What follows belongs to an exercise in optimizing a design on an open flow for small area; a production flow would make more cautious choices. The RTL was checked by simulation tests, not by an equivalence proof against the original design. No activity file was given, so power comes from the tool's default toggle rates.

[run.sh]
#!/bin/bash
# synth_recipe.tcl (not shown) runs the flow's synth.tcl, then flattens the netlist and writes it again
# the make line also repeats each setting of config.mk as NAME=value (left out here)
make -C /OpenROAD-flow-scripts/flow DESIGN_CONFIG=/design/flow/config.mk WORK_HOME=/design/flow/orfs CLKGATE_MAP_FILE= SYNTH_SCRIPT=/design/flow/synth_recipe.tcl finish
[config.mk]
export PLATFORM = sky130hd
export DESIGN_NAME = dmem_responder
export DESIGN_NICKNAME = dmem_responder
export VERILOG_FILES = /design/flow/design.v
export SDC_FILE = /design/flow/constraint.sdc
export NUM_CORES = 4
export LEC_CHECK = 0
export CAP_MARGIN = 20
export CORE_MARGIN = 2
export CORE_UTILIZATION = 40
export SLEW_MARGIN = 20
[constraint.sdc]
create_clock -name core_clock -period 8.0 [get_ports {clk}]
set_input_delay 1.6000 -clock core_clock [delete_from_list [all_inputs] [get_ports {clk}]]
set_output_delay 1.6000 -clock core_clock [all_outputs]
set_load 0.01 [all_outputs]
[design.v]
package dmem_pkg;
  localparam int WORD_BYTES = 4;
  localparam int ADDR_LSB   = 2;
  function automatic logic is_err(input logic [31:0] addr, input int unsigned depth);
    is_err = (addr[ADDR_LSB-1:0] != '0) || ({2'b00, addr[31:ADDR_LSB]} >= depth);
  endfunction
endpackage
module dmem_word_array
#(
  parameter int DEPTH_WORDS = 64,
  parameter int AW          = (DEPTH_WORDS > 1) ? $clog2(DEPTH_WORDS) : 1
) (
  input  logic                  clk,
  input  logic                  rst,
  input  logic                  we,
  input  logic [AW-1:0]         waddr,
  input  logic [dmem_pkg::WORD_BYTES-1:0] wbe,
  input  logic [31:0]           wdata,
  input  logic                  rd_en,
  input  logic [AW-1:0]         raddr,
  output logic [31:0]           rdata
);
  logic [dmem_pkg::WORD_BYTES-1:0][7:0] mem [DEPTH_WORDS];
  logic [DEPTH_WORDS-1:0] valid;
  logic [dmem_pkg::WORD_BYTES-1:0][7:0] wdata_m;
  always_comb
    for (int b = 0; b < dmem_pkg::WORD_BYTES; b++)
      wdata_m[b] = wbe[b] ? wdata[8*b +: 8] : 8'h00;
  always_ff @(posedge clk or negedge rst) begin
    if (!rst) valid <= '0;
    else if (we) valid[waddr] <= 1'b1;
  end
  always_ff @(posedge clk) begin
    for (int w = 0; w < DEPTH_WORDS; w++)
      for (int b = 0; b < dmem_pkg::WORD_BYTES; b++)
        if (we && waddr == AW'(w) && (wbe[b] || !valid[w])) mem[w][b] <= wdata_m[b];
  end
  always_comb begin
    rdata = '0;
    for (int w = 0; w < DEPTH_WORDS; w++)
      if (rd_en && raddr == AW'(w) && valid[w]) rdata = rdata | mem[w];
  end
endmodule
module dmem_responder
#(
  parameter int DEPTH_WORDS = 64
) (
  input  logic        clk,
  input  logic        rst,
  input  logic        req_valid,
  output logic        req_ready,
  input  logic        req_write,
  input  logic [31:0] req_addr,
  input  logic [31:0] req_wdata,
  input  logic [3:0]  req_be,
  output logic        rsp_valid,
  input  logic        rsp_ready,
  output logic [31:0] rsp_rdata,
  output logic        rsp_err
);
  localparam int AW = (DEPTH_WORDS > 1) ? $clog2(DEPTH_WORDS) : 1;
  logic [1:0] st;
  logic       idle, acc, req_err;
  logic [AW-1:0] cap_idx;
  logic       cap_rd;
  assign idle      = (st == 2'b00);
  assign req_ready = idle;
  assign rsp_valid = (st == 2'b10);
  assign acc       = idle && req_valid;
  assign req_err   = dmem_pkg::is_err(req_addr, DEPTH_WORDS);
  always_ff @(posedge clk or negedge rst) begin
    if (!rst) st <= 2'b00;
    else case (st)
      2'b00:   st <= req_valid ? 2'b01 : 2'b00;
      2'b01:   st <= 2'b11;
      2'b11:   st <= 2'b10;
      default: st <= rsp_ready ? 2'b00 : 2'b10;
    endcase
  end
  always_ff @(posedge clk) begin
    if (idle) begin
      cap_idx <= req_addr[dmem_pkg::ADDR_LSB +: AW];
      rsp_err <= req_err;
      cap_rd  <= !req_write && !req_err;
    end
  end
  dmem_word_array #(.DEPTH_WORDS(DEPTH_WORDS), .AW(AW)) u_mem (
    .clk   (clk),
    .rst   (rst),
    .we    (acc && req_write && !req_err),
    .waddr (req_addr[dmem_pkg::ADDR_LSB +: AW]),
    .wbe   (req_be),
    .wdata (req_wdata),
    .rd_en (cap_rd),
    .raddr (cap_idx),
    .rdata (rsp_rdata)
  );
endmodule
==> results.yml <==
floorplan:
  die_h_um: 451
  coreArea_sq_um: 198000
  dieArea_sq_um: 203000
  num_rows: 163
  start_util_pct: 40.3
  chipWidth_um: 451
  pin_count: 108
synthesis:
  avgSynthCellArea_sq_um: 17.4
  synth_flop_cell: "edfxtp_1"
  yosysTopAreaCellShare_pct: 77.4
  yosys.area.top_type: "edfxtp_1"
  synth_seq_cells: 2122
  synth_nets: 4661
  yosys_warnings: 3
  ys_top_cells_by_area: "edfxtp_1 77%, a22o_1 3.3%, a22oi_1 3.1%, a221oi_1 2.4%, dfrtp_1 2.1%"
  synth-edff-count: 2056
  synth.cell_area_sq_um: 79800
  syn_inst: 4583
  synthArstFlopShare_pct: 3.11
  synth_cell_types: 69
  synth-seq-area-share_pct: 79.4
cts:
  htree_levels: 4
  clk_latency_ns: 0.88
  post-cts-setup-buffers: 0
  numCtsBuffers: 207
  clk_path_buf_depth: 3
  cts-root-buf: "clkbuf_16"
  ctsResizeCount: 0
  clock_sinks: 2122
  cts_hold_buffers: 0
  clk_pin_slew_worst_paths_ns: 0.07
  cts_tree: "done"
global_route:
  grt_pass1_vias: 51100
  grt.overflow.total: 0
  gr-usage-met2_pct: 55.5
  grt_use_met1_pct: 48.7
  grt_use_total_pct: 39.1
  grt_max_degree: 65
  antenna_found_initial: 39
  top_usage_layer: "met2"
  grt_pass1_wl_mm: 516
  grtUsageMet3_pct: 16.1
route:
  drt_iter0_markers: 13100
  first_pass_iters: 9
  postRouteAntennaNets: 0
  drc: 0
  via_per_inst: 7.22
  vias: 56700
  wl_mm: 407
  wl_per_cell_um: 51.8
hold_path:
  min_to: "st[0]"
  min_from: "st[1]"
  holdCritPathClass: "reg2reg"
  min_path_cells: 1
pwr:
  leakagePower_uw: 0.0308
  power_density_nw_per_um2: 247
  vdd_ir_drop_max_uv: 226
  p_total_uw: 23200
timing:
  rsz0062_at_grt: "false"
  worst_pin_slew_ns: 1.34
  min_period_over_period_pct: 94.1
  fin_crit_ns: 7.52
  hold_viol_final: 0
  finalMaxSlewViolations: 0
  max_freq_ghz: 0.133
  final.setup_skew_ns: 0.0312
  hold_ws_ns: 0.484
  relSlewSlack_pct: 10.4
  setup_viol: 0
  setup_tns_ns: 0
setup_path:
  crit_path_max_fanout: 16
  crit_arrival_ns: 5.92
  reg2reg_from: "st[1]"
  cp.required_ns: 6.40
  worstSetupPathType: "reg2out"
  reg2regPathDepth: 10
  start_kind: "register"
  reg2reg_slack_ns: 3.43
  reg2reg_to: "u_mem.mem[55][2]"
  endpoint_kind: "primary output"
placement:
  place_inst: 7429
  numPortBuffers: 107
  dp_hpwl_mm: 258
  globalplace.congestion: 1.22
job:
  drv_cap: 0
finish:
  instances_no_fill: 7853
  areaGrowthSynthToFinish_pct: 17.7
  n_fill_cell: 16700
  drive_gt1_share_pct: 18.7
  seqCellArea_sq_um: 63400
  final_net_count: 5077
  multi_input_area_sq_um: 15800
status:
  status: "no timing/DRC/antenna violations"
-- cells in the mapped netlist (all sizes together), types with 3 or more instances --
cell type  instances
a222oi            38
nor4b              4
o2111ai            6
o22ai              8
and3b              3
and4b             28
edfxtp          2056
a211oi            12
or3                3
nor3              13
a32oi              9
inv               11
buf              116
a22o             300
nand2             89
nand2b            13
nand4b             7
a21oi            272
and4              30
a22oi            332
a32o              14
or4               33
o21bai            64
o21ai              7
a2111oi           11
nor4bb            17
o211ai             3
a31oi              6
nor2b              6
and2              78
a221oi           224
nor4              21
and3              70
ha                 5
nand3            188
nor2              36
nand4            151
clkbuf           212
dfrtp             66
-- flip-flops by register name (all words and copies together), names as in the netlist --
name	count
cap_idx	6
cap_rd	1
u_mem.valid	64
u_mem.mem	2048
rsp_err	1
st	2
-- where the power goes --
group / leakage, uW / internal, uW / switching (uW)
Sequential: 0.0197 / 12200 / 74.0
Clock: 0.00333 / 5670 / 4360
Combinational: 0.00782 / 197 / 688
-- stage by stage --
stage | instance area (sq um) | worst slack, ns | utilization (%)
6_report | 93900 | 0.475 | 47.5
5_1_grt | 93900 | 0.488 | 47.4
4_1_cts | 93800 | 0.465 | 47.4
3_5_place_dp | 86900 | 1.37 | 43.9
3_3_place_gp | 86800 | 1.03 | 43.9
2_1_floorplan | 79800 | 3.69 | -
-- critical path, stage by stage (launching register included) --
cell and delay, ns:
edfxtp_1 0.92, buf_4 0.35, and3b_1 0.36, buf_4 0.30, and3_2 0.52, a2111oi_1 1.03, and4_1 0.32, nand4_1 0.10
or4_1 0.60, clkdlybuf4s50_1 0.51
-- area by class of cell --
type / instances / share of cell area, %
antenna: 35 / 0.0932
clock buffer: 271 / 5.99
clock inverter: 117 / 1.31
inverter: 11 / 0.0466
multi-input combinational: 2122 / 16.8
sequential: 2122 / 67.5
tap: 2640 / 3.52
timing repair buffer: 535 / 4.73
-- cell usage in the layout (no fill, tap or decap), drive strengths merged, types with 89 or more instances in the layout --
cell type      instances
a21oi                272
a221oi               224
a22o                 300
a22oi                332
buf                  428
clkbuf               271
clkdlybuf4s50        106
edfxtp              2056
nand2                 89
nand3                188
nand4                151
-- routing by layer --
layer / share of wire [%] / up-vias
li1: - / 20200
met1: 34 / 28800
met2: 42 / 6227
met3: 16 / 1522
met4: 8.5 / 18
met5: 0.033 / -
-- worst max-delay path by stage --
stage                startpoint               end  slack, ns  depth (start not counted)
floorplan           req_addr[1]  u_mem.mem[19][0]       3.69                          8
global placement     cap_idx[2]      rsp_rdata[4]       1.03                         10
detailed placement   cap_idx[5]      rsp_rdata[1]       1.37                          9
CTS                  cap_idx[5]      rsp_rdata[1]       0.47                          9
global route         cap_idx[5]      rsp_rdata[1]       0.49                          9
finish               cap_idx[5]      rsp_rdata[1]       0.48                          9
-- logic make-up after synthesis --
| logic type | after synthesis | share of synthesized area (%) |
|---|---|---|
| adders and majority gates | 5 | 0.0784 |
| AOI/OAI and AO/OA | 1317 | 12.6 |
| DFF | 2122 | 79.4 |
| xor gates and xnor gates | 3 | 0.0329 |
| and+or+nand+nor | 797 | 5.99 |
| buffers and inverters | 339 | 1.88 |

-- re-timing with driven ports --
How much do the figures lean on ideal ports? The routed layout below was timed once more, with nothing changed but the port constraints.
Step 1, drivers: a clkbuf_16 drives clk and a buf_2 each remaining input, both assumed.
Step 2 times the ports against the registers' clock, not the clock port: input delays grow and output delays shrink by t, the midpoint of the rising clock arrivals with the driver on.
a / b / c = ideal ports / drivers / drivers and shift; a / b = the first two.
t, ns: 0.945
setup slack, ns: 0.475 / 0.392 / 1.337
worst setup path at the end: register to output
slew at the worst register clock pin (ns): 0.07 / 0.07
After both steps setup and hold are still met in this run. The setup slack of this run moves by -0.083 ns with the drivers and by +0.862 ns with both steps.
